Source: an optimization exercise on an open RTL-to-GDS flow (aim: small area and a short achievable clock period). Production flows keep margins and buffers that such runs may drop. Function was not checked in any run shown here: the RTL went through the layout flow alone. No activity file was given, so power comes from the tool's default toggle rates.

[flow/config.mk]
export PLATFORM = sky130hd
export DESIGN_NAME = dma_desc_sched
export DESIGN_NICKNAME = dma_desc_sched
export VERILOG_FILES = /design/flow/design.v
export SDC_FILE = /design/flow/constraint.sdc
export NUM_CORES = 4
export LEC_CHECK = 0
export CAP_MARGIN = 40
export CORE_MARGIN = 2
export CORE_UTILIZATION = 55
export SETUP_SLACK_MARGIN = 4.0
export SLEW_MARGIN = 60
export TNS_END_PERCENT = 10
[flow/constraint.sdc]
create_clock -name core_clock -period 6.5 [get_ports {clk}]
set_input_delay 1.3000 -clock core_clock [delete_from_list [all_inputs] [get_ports {clk}]]
set_output_delay 1.3000 -clock core_clock [all_outputs]
set_load 0.01 [all_outputs]
[flow/standard.sh]
#!/bin/bash
# synth_recipe.tcl (not shown) runs the flow's synth.tcl, then flattens the netlist and writes it again
# the make line also repeats each setting of config.mk as NAME=value (left out here)
make -C /OpenROAD-flow-scripts/flow DESIGN_CONFIG=/design/flow/config.mk WORK_HOME=/design/flow/orfs CLKGATE_MAP_FILE= SYNTH_SCRIPT=/design/flow/synth_recipe.tcl "${@:-finish}"
[flow/flow/run.sh]
#!/bin/bash
# Standard ORFS layout with plain buffers on the ports and a CTS with larger sink clusters
# and no dummy loads.
set -euo pipefail
export BUFFER_PORTS_ARGS="-buffer_cell sky130_fd_sc_hd__buf_1"
export CTS_ARGS="-sink_clustering_enable -repair_clock_nets -dont_use_dummy_load -sink_clustering_size 24 -sink_clustering_max_diameter 100"
bash standard.sh > standard.log 2>&1
[flow/design.v]
module dma_desc_sched #(
    parameter int NUM_CH = 4,
    parameter int DESC_DEPTH = 4,
    parameter int ALIGN_CHECK = 1,
    localparam int CW = (NUM_CH > 1) ? $clog2(NUM_CH) : 1,
    localparam int PW = $clog2(DESC_DEPTH),
    localparam int DW = 96,
    localparam int EW = 35,
    localparam int OffsetWidth = 2
) (
    input  logic                 clk,
    input  logic                 rst,
    input  logic [NUM_CH-1:0]    push_valid_i,
    input  logic [NUM_CH*DW-1:0] push_desc_i,
    output logic [NUM_CH-1:0]    push_ready_o,
    output logic                 eng_valid_o,
    input  logic                 eng_ready_i,
    output logic [DW-1:0]        eng_desc_o,
    output logic [CW-1:0]        eng_ch_o,
    input  logic                 eng_done_i,
    input  logic [EW-1:0]        eng_err_i,
    input  logic [NUM_CH-1:0]    clr_i,
    output logic [NUM_CH-1:0]    ch_active_o,
    output logic [NUM_CH-1:0]    ch_done_o,
    output logic [NUM_CH-1:0]    ch_err_o,
    output logic [EW-1:0]        err_info_o,
    output logic                 irq_o
);
    localparam int SW = 95;    
    localparam int LW = 92;    
    logic [SW-1:0]     r_mem [16];
    logic [3:0]        r_wen [4];     
    logic [3:0]        r_wen_n [4];   
    logic [3:0]        r_rp [4];      
    logic [3:0]        r_cnt [4];     
    logic              r_idle, r_issue, r_wait;
    logic [3:0]        r_ptr;         
    logic [1:0]        r_ch;
    logic [3:0]        r_ch1h;        
    logic [LW-1:0]     r_desc;
    logic [3:0]        r_done, r_err;
    logic [31:0]       r_err_addr;
    logic [1:0]        r_err_src;
    logic [3:0]        r_ready, r_active;
    logic              r_errany, r_irq;
    logic [SW-1:0]     w_enc [4];
    logic [3:0]        w_push;
    always_comb begin
        for (int c = 0; c < 4; c++) begin
            logic [95:0] d;
            logic sb;
            logic [1:0] lo;
            d = push_desc_i[c*DW +: DW];
            sb = d[65:64] != 2'b00;
            lo = sb ? d[65:64] : d[33:32];
            w_enc[c] = {d[95:66], d[63:34], d[31:1], (lo != 2'b00) ? sb : d[0], lo, d[31:0] == 32'd0};
            w_push[c] = push_valid_i[c] && r_ready[c];
        end
    end
    always_ff @(posedge clk) begin
        for (int c = 0; c < 4; c++)
            for (int i = 0; i < 4; i++)
                r_mem[c*4 + i] <= (w_enc[c] & {SW{r_wen[c][i]}}) | (r_mem[c*4 + i] & {SW{r_wen_n[c][i]}});
    end
    logic [SW-1:0]     w_head [4];
    logic [3:0]        w_hzero, w_hbad;
    always_comb begin
        for (int c = 0; c < 4; c++) begin
            w_head[c] = '0;
            for (int i = 0; i < 4; i++)
                w_head[c] = w_head[c] | (r_mem[c*4 + i] & {SW{r_rp[c][i]}});
            w_hzero[c] = w_head[c][0];
            w_hbad[c] = w_head[c][2:1] != 2'b00;
        end
    end
    logic [3:0] w_gsel, w_ne;
    always_comb begin
        for (int c = 0; c < 4; c++) w_ne[c] = r_cnt[c][0];
        for (int c = 0; c < 4; c++)
            w_gsel[c] = w_ne[c] && (r_ptr[c] ||
                        (r_ptr[(c+3)%4] && !w_ne[(c+3)%4]) ||
                        (r_ptr[(c+2)%4] && !w_ne[(c+2)%4] && !w_ne[(c+3)%4]) ||
                        (r_ptr[(c+1)%4] && !w_ne[(c+1)%4] && !w_ne[(c+2)%4] && !w_ne[(c+3)%4]));
    end
    logic [3:0] w_ldc, w_errc, w_errc_s, w_errc_d, w_zc, w_pop;
    logic       w_ld, w_perr, w_pick;
    always_comb begin
        for (int c = 0; c < 4; c++) begin
            w_pop[c] = r_idle && w_gsel[c];
            w_ldc[c] = w_pop[c] && !w_hzero[c] && !w_hbad[c];
            w_errc[c] = w_pop[c] && !w_hzero[c] && w_hbad[c];
            w_errc_s[c] = w_errc[c] && w_head[c][3];
            w_errc_d[c] = w_errc[c] && !w_head[c][3];
            w_zc[c] = w_pop[c] && w_hzero[c];
        end
        w_ld = |w_ldc;
        w_perr = |w_errc;
        w_pick = r_idle && (|w_ne);
    end
    logic [LW-1:0] w_desc_nx;
    logic [31:0]   w_paddr;
    always_comb begin
        w_desc_nx = r_desc & {LW{!w_ld}};
        w_paddr = '0;
        for (int c = 0; c < 4; c++) begin
            w_desc_nx = w_desc_nx | (w_head[c][94:3] & {LW{w_ldc[c]}});
            w_paddr = w_paddr | ({w_head[c][94:65], w_head[c][2:1]} & {32{w_errc_s[c]}})
                              | ({w_head[c][64:35], w_head[c][2:1]} & {32{w_errc_d[c]}});
        end
    end
    logic w_eerr, w_edone;
    assign w_eerr  = r_wait && eng_err_i[34];
    assign w_edone = r_wait && !eng_err_i[34] && eng_done_i;
    logic [3:0] w_flush, w_set_done, w_set_err;
    always_comb begin
        w_set_done = w_zc | (w_edone ? r_ch1h : 4'b0);
        w_set_err = w_errc | (w_eerr ? r_ch1h : 4'b0);
        w_flush = w_set_err;
    end
    logic       w_idle_nx, w_issue_nx, w_wait_nx;
    logic [3:0] w_ch1h_nx, w_done_nx, w_err_nx;
    logic [3:0] w_cnt_nx [4];
    logic [3:0] w_rp_nx [4];
    logic [3:0] w_wen_nx [4];
    always_comb begin
        w_issue_nx = w_ld || (r_issue && !eng_ready_i);
        w_wait_nx = (r_issue && eng_ready_i) || (r_wait && !eng_err_i[34] && !eng_done_i);
        w_idle_nx = (r_idle && !w_ld) || (r_wait && (eng_err_i[34] || eng_done_i));
        w_ch1h_nx = w_ld ? w_ldc : r_ch1h;
        w_done_nx = w_set_done | (r_done & ~clr_i);
        w_err_nx = w_set_err | (r_err & ~clr_i);
        for (int c = 0; c < 4; c++) begin
            logic [3:0] wp, wp_nx;
            wp = r_cnt[c][3] ? r_rp[c] : r_wen[c];
            if (w_flush[c]) w_cnt_nx[c] = 4'b0000;
            else if (w_push[c] && !w_pop[c]) w_cnt_nx[c] = {r_cnt[c][2:0], 1'b1};
            else if (!w_push[c] && w_pop[c]) w_cnt_nx[c] = {1'b0, r_cnt[c][3:1]};
            else w_cnt_nx[c] = r_cnt[c];
            w_rp_nx[c] = w_flush[c] ? wp : w_pop[c] ? {r_rp[c][2:0], r_rp[c][3]} : r_rp[c];
            wp_nx = (w_push[c] && !w_flush[c]) ? {wp[2:0], wp[3]} : wp;
            w_wen_nx[c] = w_cnt_nx[c][3] ? 4'b0000 : wp_nx;
        end
    end
    always_ff @(posedge clk) begin
        if (rst) begin
            r_idle <= 1'b1;
            r_issue <= 1'b0;
            r_wait <= 1'b0;
            r_ptr <= 4'b0001;
            r_ch <= '0;
            r_ch1h <= 4'b0001;
            r_desc <= '0;
            r_done <= '0;
            r_err <= '0;
            r_err_addr <= '0;
            r_err_src <= '0;
            r_ready <= 4'hf;
            r_active <= '0;
            r_errany <= 1'b0;
            r_irq <= 1'b0;
            for (int c = 0; c < 4; c++) begin
                r_wen[c] <= 4'b0001;
                r_wen_n[c] <= 4'b1110;
                r_rp[c] <= 4'b0001;
                r_cnt[c] <= '0;
            end
        end else begin
            r_idle <= w_idle_nx;
            r_issue <= w_issue_nx;
            r_wait <= w_wait_nx;
            if (w_pick) r_ptr <= {w_gsel[2:0], w_gsel[3]};
            r_ch1h <= w_ch1h_nx;
            r_ch <= {w_ch1h_nx[3] | w_ch1h_nx[2], w_ch1h_nx[3] | w_ch1h_nx[1]};
            r_desc <= w_desc_nx;
            r_done <= w_done_nx;
            r_err <= w_err_nx;
            if (w_eerr) begin
                r_err_addr <= eng_err_i[31:0];
                r_err_src <= eng_err_i[33:32];
            end else if (w_perr) begin
                r_err_addr <= w_paddr;
                r_err_src <= 2'd3;
            end
            r_errany <= |w_err_nx;
            r_irq <= |(w_done_nx | w_err_nx);
            for (int c = 0; c < 4; c++) begin
                r_cnt[c] <= w_cnt_nx[c];
                r_ready[c] <= !w_cnt_nx[c][3] && !w_err_nx[c];
                r_active[c] <= w_cnt_nx[c][0] || (!w_idle_nx && w_ch1h_nx[c]);
                r_rp[c] <= w_rp_nx[c];
                r_wen[c] <= w_wen_nx[c];
                r_wen_n[c] <= ~w_wen_nx[c];
            end
        end
    end
    assign push_ready_o = r_ready;
    assign eng_valid_o = r_issue;
    assign eng_desc_o = {r_desc[91:62], 2'b00, r_desc[61:32], 2'b00, r_desc[31:0]};
    assign eng_ch_o = r_ch;
    assign ch_active_o = r_active;
    assign ch_done_o = r_done;
    assign ch_err_o = r_err;
    assign err_info_o = {r_errany, r_err_src, r_err_addr};
    assign irq_o = r_irq;
endmodule
==> notes.md, run 1 <==
# TYPE chip_impl_metric gauge
chip_impl_metric{name="holdBufCountCts",unit=""} 0
chip_impl_info{name="synth_largest_area_cell",value="dfxtp_1"} 1
chip_impl_metric{name="finClkSkew",unit="ps"} 44.4
chip_impl_metric{name="drt_iter0_drc",unit=""} 7723
chip_impl_metric{name="grt_first_pass_wirelength",unit="microns"} 362000
chip_impl_metric{name="irDropWorstVdd",unit="V"} 0.000333
chip_impl_metric{name="pwr-share-comb",unit="%"} 44.4
chip_impl_metric{name="avgRoutedWirePerCell",unit="microns"} 33.0
chip_impl_info{name="clock-root-buffer",value="clkbuf_16"} 1
chip_impl_metric{name="worst-endpoint-arrival",unit="ps"} 3260
chip_impl_metric{name="place.port_buffers",unit=""} 577
chip_impl_metric{name="final_min_period_over_clock_period",unit="%"} 40.6
chip_impl_metric{name="postLayoutCellArea",unit="sq um"} 75700
chip_impl_metric{name="worstMarginPinSlew",unit="ps"} 798
chip_impl_metric{name="power-per-cell-area",unit="nW/um^2"} 589
chip_impl_metric{name="power.switching",unit="mW"} 18.1
chip_impl_metric{name="worst_ep_required_time",unit="ps"} 7120
chip_impl_metric{name="grt-ovfl-total",unit=""} 0
chip_impl_metric{name="drv_slew",unit=""} 0
chip_impl_info{name="setup.worst_path.end",value="r_err_addr[9]$_SDFFE_PP0P_"} 1
chip_impl_metric{name="number_of_distinct_library_cells_after_synthesis",unit=""} 65
chip_impl_metric{name="worst_setup_hold_path_clk_slew",unit="ps"} 100
chip_impl_metric{name="clk_path_buf_depth",unit=""} 3
chip_impl_metric{name="place_hpwl",unit="microns"} 163000
chip_impl_metric{name="netlist_area",unit="sq um"} 64800
chip_impl_metric{name="cap_viol_max_count",unit=""} 0
chip_impl_metric{name="dieWidth",unit="microns"} 347
chip_impl_metric{name="p_leak",unit="nW"} 29.9
chip_impl_metric{name="floorplan_core_area",unit="sq um"} 117000
chip_impl_metric{name="drt_first_pass_iters",unit=""} 6
chip_impl_metric{name="io_pins",unit=""} 582
chip_impl_info{name="nature_of_the_critical_path_endpoint",value="register"} 1
chip_impl_metric{name="route.detailed.drc",unit=""} 0
chip_impl_info{name="synth_ff_type",value="dfxtp_1"} 1
chip_impl_metric{name="timing.final.setup_violations",unit=""} 0
chip_impl_metric{name="route.final.wire_length",unit="microns"} 254000
chip_impl_metric{name="synth_instances",unit=""} 5823
chip_impl_metric{name="netSwitchingFraction",unit="%"} 40.6
chip_impl_metric{name="finalHoldViolations",unit=""} 0
chip_impl_metric{name="syn_to_final_growth",unit="%"} 16.7
chip_impl_info{name="timing.hold.worst.start",value="r_mem[2][12]$_DFF_P_"} 1
chip_impl_metric{name="synth_seq_cells",unit=""} 1741
chip_impl_metric{name="finalWeightedCongestion",unit=""} 0.931
chip_impl_metric{name="initial_antenna_violation_count",unit=""} 58
chip_impl_info{name="worstSetupStartpoint",value="r_rp[3][2]$_SDFFE_PP0P_"} 1
chip_impl_metric{name="pwr-share-clk",unit="%"} 12.8
chip_impl_info{name="worst-setup-path-type",value="reg2reg"} 1
chip_impl_metric{name="floorplan.rows",unit=""} 125
chip_impl_metric{name="layout_min_cycle_time",unit="ps"} 2640
chip_impl_metric{name="postRouteAntennaNets",unit=""} 0
chip_impl_metric{name="ys_seq_area_share",unit="%"} 53.8
chip_impl_info{name="hold_class",value="reg2reg"} 1
chip_impl_metric{name="clock.fmax",unit="MHz"} 379
chip_impl_metric{name="cts_inserted_buffers",unit=""} 82
chip_impl_info{name="cts_tree",value="yes"} 1
chip_impl_info{name="critPathLaunchType",value="register"} 1
chip_impl_metric{name="place_area",unit="sq um"} 69800
chip_impl_metric{name="chipHeight",unit="microns"} 347
chip_impl_info{name="crit-reg2reg-capture",value="r_err_addr[9]$_SDFFE_PP0P_"} 1
chip_impl_metric{name="die-area",unit="sq um"} 121000
chip_impl_metric{name="cts_sinks",unit=""} 1741
chip_impl_metric{name="dr_total_vias",unit=""} 56600
chip_impl_metric{name="timing.reg2reg.setup_slack",unit="ps"} 3860
chip_impl_metric{name="clock_latency",unit="ps"} 720
chip_impl_metric{name="cp_max_fo",unit=""} 42
chip_impl_info{name="yosys.cell_count.top_type",value="a22o_1"} 1
chip_impl_metric{name="syn-mean-instance-area",unit="sq um"} 11.1
chip_impl_info{name="run_status",value="no timing/DRC/antenna violations"} 1
chip_impl_metric{name="nets",unit=""} 6576
chip_impl_metric{name="cell_internal_pwr",unit="mW"} 26.4
chip_impl_metric{name="route.detailed.vias_per_inst",unit=""} 7.35
chip_impl_metric{name="cell_count_of_the_worst_reg_to_reg_path",unit=""} 8
chip_impl_metric{name="number_of_global_route_vias_before_repair",unit=""} 51100
chip_impl_metric{name="post-synth-top-area-fraction",unit="%"} 53.8
chip_impl_metric{name="normalized_max_slew_margin",unit="%"} 46.8
chip_impl_info{name="rsz_0062_raised_after_global_routing",value="yes"} 1
chip_impl_metric{name="initial_utilization",unit="%"} 55.6
chip_impl_metric{name="synth_edf_count",unit=""} 0
chip_impl_metric{name="p_seq_share",unit="%"} 42.8
chip_impl_info{name="synth_common_cells",value="1918 x a22o_1, 1741 x dfxtp_1, 507 x clkbuf_1, 370 x a221oi_1, 204 x nor2_1"} 1
chip_impl_metric{name="synth-async-reset-ratio",unit="%"} 0
chip_impl_metric{name="grt_max_degree",unit=""} 95
chip_impl_info{name="regToRegStartpoint",value="r_rp[3][2]$_SDFFE_PP0P_"} 1
chip_impl_metric{name="groute.usage.overall",unit="%"} 39.5
chip_impl_metric{name="fin_setup_tns",unit="ps"} 0
chip_impl_metric{name="post_route_cells_drive_above_1_share",unit="%"} 16.2
chip_impl_info{name="ys_top_cells_by_area",value="dfxtp_1 54%, a22o_1 26%, a221oi_1 5.0%"} 1
chip_impl_metric{name="synthesis.yosys.warnings",unit=""} 11
chip_impl_metric{name="ctsHtreeMaxLevel",unit=""} 3
## critical path, stage by stage, from the launching register on
cell      delay [ps]
dfxtp_4          460
buf_12           220
buf_8            220
a22o_1           270
a221oi_2         430
mux2i_1          160
a32oi_1          400
a31oi_1          160
a22o_1           190
## state kept, by name (all words and copies together), names as in the netlist, 4 cells and up
name,flops
r_ch1h,4
r_ready,4
r_done,4
r_ptr,4
r_wen,16
r_active,4
r_err_addr,32
r_desc,92
r_rp,16
r_err,4
r_wen_n,16
r_cnt,16
r_mem,1520
## how the worst min path moves through the flow
stage	end	cells past startpoint
2_1_floorplan	r_mem[0][15]$_DFF_P_	1
3_3_place_gp	r_err_src[1]$_SDFFE_PP0P_	1
3_5_place_dp	r_mem[9][33]$_DFF_P_	1
4_1_cts	r_err_src[1]$_SDFFE_PP0P_	1
5_1_grt	r_mem[9][74]$_DFF_P_	1
6_report	r_mem[2][12]$_DFF_P_	1
## final cells by class
type	count	area, sq um
fillers	9066	40900
flip-flops and latches	1741	35200
multi-input cells	3395	30200
repair buffers	894	6110
clock buffers	82	2050
well taps	1524	1910
inverters	23	88.8
diodes	35	87.6
## power groups by stage
stage	Clock (mW)	Combinational, mW	Sequential, mW
floorplan	0	10.8	17.3
global placement	0	15.0	19.1
detailed placement	0	16.6	19.1
CTS	5.71	17.9	18.9
global route	6.08	20.5	19.4
finish	5.68	19.8	19.1
## per-stage QoR
stage	util [%]	setup WS (ps)	total power, mW	hold WS [ps]	instances
detailed placement	59.9	3180	35.7	454	7421
finish	64.9	3860	44.5	480	7694
CTS	63.0	3900	42.4	479	7561
floorplan	-	3820	28.1	442	5826
global route	64.9	3860	46.1	492	7683
global placement	57.9	2830	34.1	448	7347
## cell usage in the layout, fill, tap and decap left out, types with 15 or more instances in the layout
| cell | count |
|---|---|
| a22o_1 | 1917 |
| dfxtp_1 | 1619 |
| inv_1 | 18 |
| buf_2 | 72 |
| dfxtp_2 | 42 |
| nand2_1 | 52 |
| buf_4 | 113 |
| diode_2 | 35 |
| dlymetal6s2s_1 | 17 |
| o22ai_1 | 121 |
| nor2_1 | 196 |
| a221oi_2 | 145 |
| dfxtp_4 | 80 |
| a21oi_1 | 29 |
| clkbuf_2 | 21 |
| buf_1 | 518 |
| mux2i_1 | 127 |
| a221oi_4 | 39 |
| a221oi_1 | 189 |
| buf_12 | 28 |
| mux2_2 | 19 |
| buf_8 | 33 |
| a22oi_1 | 27 |
| a22oi_2 | 16 |
| buf_16 | 27 |
| buf_6 | 40 |
| a32oi_1 | 32 |
| a211oi_1 | 41 |
| nand3_1 | 33 |
| a211oi_2 | 62 |
| nor4_1 | 32 |
| a31oi_1 | 60 |
| nand4_1 | 15 |
| o22ai_2 | 47 |
| clkbuf_16 | 90 |
## cell families (layout without fill, tap and decap cells)
| kind of cell | count (synthesis) | count (layout) | synth area share [%] |
|---|---|---|---|
| mux | 146 | 146 | 2.29 |
| flops | 1741 | 1741 | 53.8 |
| fa+ha+maj | 8 | 8 | 0.154 |
| buf+inv | 692 | 999 | 4.16 |
| simple gates | 407 | 409 | 2.86 |
| other cells | 1 | 39 | 0.00578 |
| compound gates | 2828 | 2828 | 36.8 |
## per-layer routing
| layer | vias up | track usage, % | routed length (microns) | share of wire, % |
|---|---|---|---|---|
| met5 | - | 0 | 230 | 0.091 |
| met4 | 34 | 12.4 | 8970 | 3.5 |
| met2 | 3583 | 52.6 | 102000 | 40 |
| met1 | 28500 | 58.3 | 107000 | 42 |
| met3 | 469 | 14.8 | 35900 | 14 |
| li1 | 24000 | - | - | - |
## repair_timing
action                     CTS  global route
setup endpoints to repair  329           310
gates resized for setup    266           235
gates cloned                 7             9
setup buffers               51            25
pin swaps                   25            48
==> inputs of run 2 (changes only) <==
--- a/flow/config.mk
+++ b/flow/config.mk
@@ -8,6 +8,7 @@
 export CAP_MARGIN = 40
 export CORE_MARGIN = 2
 export CORE_UTILIZATION = 55
+export PLACE_DENSITY = 0.72
 export SETUP_SLACK_MARGIN = 4.0
 export SLEW_MARGIN = 60
 export TNS_END_PERCENT = 10
==> run 2 against run 1 <==
Still clean. Largest power group is now registers. First-iteration DRC count rose by 22%. Sequential share of layout area up 0.89 points. Clock skew fell by 8.8 ps.
==> notes.md, run 2 <==
# TYPE chip_impl_metric gauge
chip_impl_info{name="run_status",value="no timing/DRC/antenna violations"} 1
chip_impl_metric{name="synth_compound_area_share",unit="%"} 36.8
chip_impl_metric{name="synth_seq_cells",unit=""} 1741
chip_impl_metric{name="worstHoldPathCells",unit=""} 1
chip_impl_info{name="synth_largest_area_cell",value="dfxtp_1"} 1
chip_impl_info{name="largest_registers",value="r_mem x1520, r_desc x92, r_err_addr x32"} 1
chip_impl_metric{name="worstMarginPinSlew",unit="ps"} 671
chip_impl_metric{name="finalHoldViolations",unit=""} 0
chip_impl_metric{name="finClkSkew",unit="ps"} 35.6
chip_impl_metric{name="ctsHtreeMaxLevel",unit=""} 3
chip_impl_info{name="regToRegStartpoint",value="r_rp[0][3]$_SDFFE_PP0P_"} 1
chip_impl_metric{name="dr_total_vias",unit=""} 57500
chip_impl_metric{name="grt_first_pass_wirelength",unit="microns"} 358000
chip_impl_metric{name="place.port_buffers",unit=""} 577
chip_impl_info{name="hold_class",value="reg2reg"} 1
chip_impl_metric{name="power-per-cell-area",unit="nW/um^2"} 585
chip_impl_metric{name="dp_cells",unit=""} 7421
chip_impl_metric{name="clk_path_buf_depth",unit=""} 3
chip_impl_metric{name="irDropWorstVdd",unit="V"} 0.000327
chip_impl_metric{name="post-synth-top-area-fraction",unit="%"} 53.8
chip_impl_metric{name="route.detailed.drc",unit=""} 0
chip_impl_metric{name="number_of_distinct_library_cells_after_synthesis",unit=""} 65
chip_impl_metric{name="drt_first_pass_iters",unit=""} 8
chip_impl_info{name="holdPathEnd",value="r_err_src[0]$_SDFFE_PP0P_"} 1
chip_impl_metric{name="synth-async-reset-ratio",unit="%"} 0
chip_impl_info{name="nature_of_the_critical_path_endpoint",value="register"} 1
chip_impl_metric{name="netlist_area",unit="sq um"} 64800
chip_impl_metric{name="layout_min_cycle_time",unit="ps"} 2620
chip_impl_metric{name="nets",unit=""} 6556
chip_impl_metric{name="cts_sinks",unit=""} 1741
chip_impl_metric{name="initial_antenna_violation_count",unit=""} 69
chip_impl_metric{name="worst-endpoint-arrival",unit="ps"} 3210
chip_impl_metric{name="cp_max_fo",unit=""} 32
chip_impl_metric{name="post_route_cells_drive_above_1_share",unit="%"} 14.6
chip_impl_metric{name="postRouteAntennaNets",unit=""} 0
chip_impl_metric{name="grt_max_degree",unit=""} 75
chip_impl_metric{name="drv_slew",unit=""} 0
chip_impl_metric{name="synth_edf_count",unit=""} 0
chip_impl_info{name="largest_family_of_logic_cells_by_synthesized_area",value="compound AO/OA/AOI/OAI gates"} 1
chip_impl_metric{name="place_hpwl",unit="microns"} 160000
chip_impl_info{name="clock-root-buffer",value="clkbuf_16"} 1
chip_impl_metric{name="drt_iter0_drc",unit=""} 9392
chip_impl_info{name="cts_tree",value="yes"} 1
chip_impl_metric{name="p_leak",unit="nW"} 29.5
chip_impl_metric{name="finalWeightedCongestion",unit=""} 0.926
chip_impl_metric{name="fin_setup_tns",unit="ps"} 0
chip_impl_metric{name="initial_utilization",unit="%"} 55.6
chip_impl_metric{name="syn-mean-instance-area",unit="sq um"} 11.1
chip_impl_metric{name="xor_and_xnor_area_share_after_synthesis",unit="%"} 0
chip_impl_info{name="worst-setup-path-type",value="reg2reg"} 1
chip_impl_metric{name="syn_to_final_growth",unit="%"} 14.6
chip_impl_metric{name="groute.usage.overall",unit="%"} 38.7
chip_impl_info{name="max_flop_register",value="r_mem"} 1
chip_impl_metric{name="worst_ep_required_time",unit="ps"} 7090
chip_impl_metric{name="post_synth_fa_ha_maj_area_fraction",unit="%"} 0.154
chip_impl_metric{name="timing.final.setup_violations",unit=""} 0
chip_impl_metric{name="dieWidth",unit="microns"} 347
chip_impl_info{name="layout_commonest_cell",value="a22o_1"} 1
chip_impl_metric{name="synth_instances",unit=""} 5823
chip_impl_info{name="yosys.cell_count.top_type",value="a22o_1"} 1
chip_impl_metric{name="number_of_global_route_vias_before_repair",unit=""} 52300
chip_impl_metric{name="finish.cell_count_without_fillers",unit=""} 7680
chip_impl_metric{name="chipHeight",unit="microns"} 347
chip_impl_metric{name="final_min_period_over_clock_period",unit="%"} 40.4
chip_impl_info{name="critPathLaunchType",value="register"} 1
chip_impl_metric{name="clock_latency",unit="ps"} 710
chip_impl_metric{name="synth_mux_area_share",unit="%"} 2.29
chip_impl_metric{name="grt-ovfl-total",unit=""} 0
chip_impl_metric{name="route.detailed.vias_per_inst",unit=""} 7.48
chip_impl_metric{name="worst_setup_hold_path_clk_slew",unit="ps"} 100
chip_impl_metric{name="die-area",unit="sq um"} 121000
chip_impl_metric{name="synthesis.yosys.warnings",unit=""} 11
chip_impl_info{name="timing.hold.worst.start",value="r_err_src[0]$_SDFFE_PP0P_"} 1
chip_impl_info{name="ys_top_cells_by_area",value="dfxtp_1 54%, a22o_1 26%, a221oi_1 5.0%"} 1
chip_impl_metric{name="ys_seq_area_share",unit="%"} 53.8
chip_impl_metric{name="avgRoutedWirePerCell",unit="microns"} 32.3
chip_impl_info{name="crit-reg2reg-capture",value="r_err_addr[22]$_SDFFE_PP0P_"} 1
chip_impl_info{name="rsz_0062_raised_after_global_routing",value="yes"} 1
chip_impl_metric{name="holdBufCountCts",unit=""} 0
chip_impl_metric{name="multi_input_logic_area",unit="sq um"} 29300
chip_impl_metric{name="yosys.area_share.simple",unit="%"} 2.86
chip_impl_metric{name="floorplan.rows",unit=""} 125
chip_impl_metric{name="cts_inserted_buffers",unit=""} 82
chip_impl_metric{name="cell_count_of_the_worst_reg_to_reg_path",unit=""} 8
chip_impl_info{name="synth_ff_type",value="dfxtp_1"} 1
chip_impl_info{name="synth_common_cells",value="1918 x a22o_1, 1741 x dfxtp_1, 507 x clkbuf_1, 370 x a221oi_1, 204 x nor2_1"} 1
chip_impl_metric{name="clock.fmax",unit="MHz"} 381
chip_impl_metric{name="largest_reg_flops",unit=""} 1520
chip_impl_metric{name="normalized_max_slew_margin",unit="%"} 55.3
chip_impl_metric{name="seq_area",unit="sq um"} 35200
chip_impl_metric{name="floorplan_core_area",unit="sq um"} 117000
chip_impl_metric{name="final.fill_count",unit=""} 9025
chip_impl_metric{name="timing.reg2reg.setup_slack",unit="ps"} 3880
chip_impl_metric{name="route.final.wire_length",unit="microns"} 248000
chip_impl_metric{name="io_pins",unit=""} 582
chip_impl_metric{name="cap_viol_max_count",unit=""} 0
chip_impl_info{name="most-common-layout-cells",value="1918 x a22o_1, 1612 x dfxtp_1, 519 x buf_1, 197 x nor2_1, 194 x a221oi_1"} 1
run 2: cell types whose count changed in the layout (fill, tap and decap cells not counted), moves of 19 or more:
cell	previous run	this run
a211oi_1	41	78
a221oi_4	39	17
buf_6	40	64
buf_2	72	102
o22ai_2	47	15
a211oi_2	62	27
o22ai_1	121	166
buf_4	113	94
run 2: critical path, cell delays in order (launching register included):
cell and delay, ps:
dfxtp_4 460, buf_8 210, buf_12 190, buf_16 210, a221oi_2 600, mux2i_1 170, a31oi_1 280, a31oi_1 130
a22o_1 200
run 2: through the flow:
| stage | cell area (sq um) | setup WS [ps] | hold slack [ps] | total power, mW | utilization, % |
|---|---|---|---|---|---|
| after floorplan | 65000 | 3820 | 442 | 28.1 | - |
| after global placement | 67300 | 2970 | 452 | 33.7 | 57.8 |
| after detailed placement | 69600 | 3120 | 455 | 35.4 | 59.7 |
| after CTS | 73200 | 3920 | 476 | 41.9 | 62.8 |
| after global routing | 74300 | 3850 | 491 | 44.9 | 63.7 |
| final | 74300 | 3880 | 478 | 43.5 | 63.8 |
run 2: final cells by class:
class                           count  area share (%)
Clock buffer                       82            2.76
Tap cell                         1524            2.57
Antenna cell                       41           0.138
Sequential cell                  1741            47.4
Inverter                           23           0.123
Timing Repair Buffer              874            7.53
Multi-Input combinational cell   3395            39.5
run 2: worst max-delay path by stage:
stage / cells past startpoint / startpoint / end / slack [ps]
after floorplan: 6 / eng_err_i[34] / r_ready[0]$_SDFF_PP1_ / 3820
after global placement: 6 / r_rp[0][0]$_SDFFE_PP1P_ / r_err_addr[30]$_SDFFE_PP0P_ / 2970
after detailed placement: 8 / eng_err_i[34] / r_err_addr[24]$_SDFFE_PP0P_ / 3120
final: 8 / r_rp[0][3]$_SDFFE_PP0P_ / r_err_addr[22]$_SDFFE_PP0P_ / 3880
after CTS: 1 / r_err_addr[28]$_SDFFE_PP0P_ / err_info_o[28] / 3920
after global routing: 9 / r_rp[0][3]$_SDFFE_PP0P_ / r_err_addr[22]$_SDFFE_PP0P_ / 3850
run 2: metal layers:
metal	global-route usage, %	vias up	wire (microns)
li1	-	24000	-
met1	55.8	28700	99800
met2	51.7	4209	99300
met3	15.2	574	39100
met4	14.3	56	9800
met5	0	-	339
run 2: timing repair:
item	CTS	global route
gates cloned	6	1
setup buffers	44	28
pin swaps	15	21
setup endpoints to repair	311	297
gates resized for setup	341	71
run 2: report_power, final:
group,total (mW),leakage [nW],switching (mW),internal (mW)
Combinational,18.6,13.9,10.3,8.32
Sequential,19.2,14.6,3.83,15.4
Clock,5.66,1.01,3.39,2.27
run 2: kinds of logic after synthesis:
family                     count (synthesis)
DFF                                     1741
other                                      1
muxes                                    146
adders and majority gates                  8
AOI/OAI and AO/OA                       2828
buffers and inverters                    692
and+or+nand+nor                          407

## afterwards: timing with drivers on the ports
How much do the figures lean on ideal ports? The routed layouts below were timed once more, with nothing changed but the port constraints.
Step 1 assumes that a clkbuf_16 drives the clock port and a buf_2 every other input.
Step 2 adds t to the input delays and takes it off the output delays; t is the mean of the earliest and latest rising clock arrival at the registers after step 1. Input paths then give back, and output paths get back, about the clock's delay inside the block.
Three values: ideal, step 1, step 2; two values: the first two.
run | shift t [ns] | setup slack, ns | worst setup path after step 2 | slew at the worst register clock pin (ns)
run 1 | 0.780 | 3.862 / 3.813 / 3.315 | input to register | 0.10 / 0.10
run 2 | 0.772 | 3.877 / 3.837 / 3.266 | input to register | 0.10 / 0.10
After both steps every run listed still meets setup and hold. The setup slack of run 2, which loses most, moves by -0.040 ns with the drivers and by -0.611 ns with both steps.
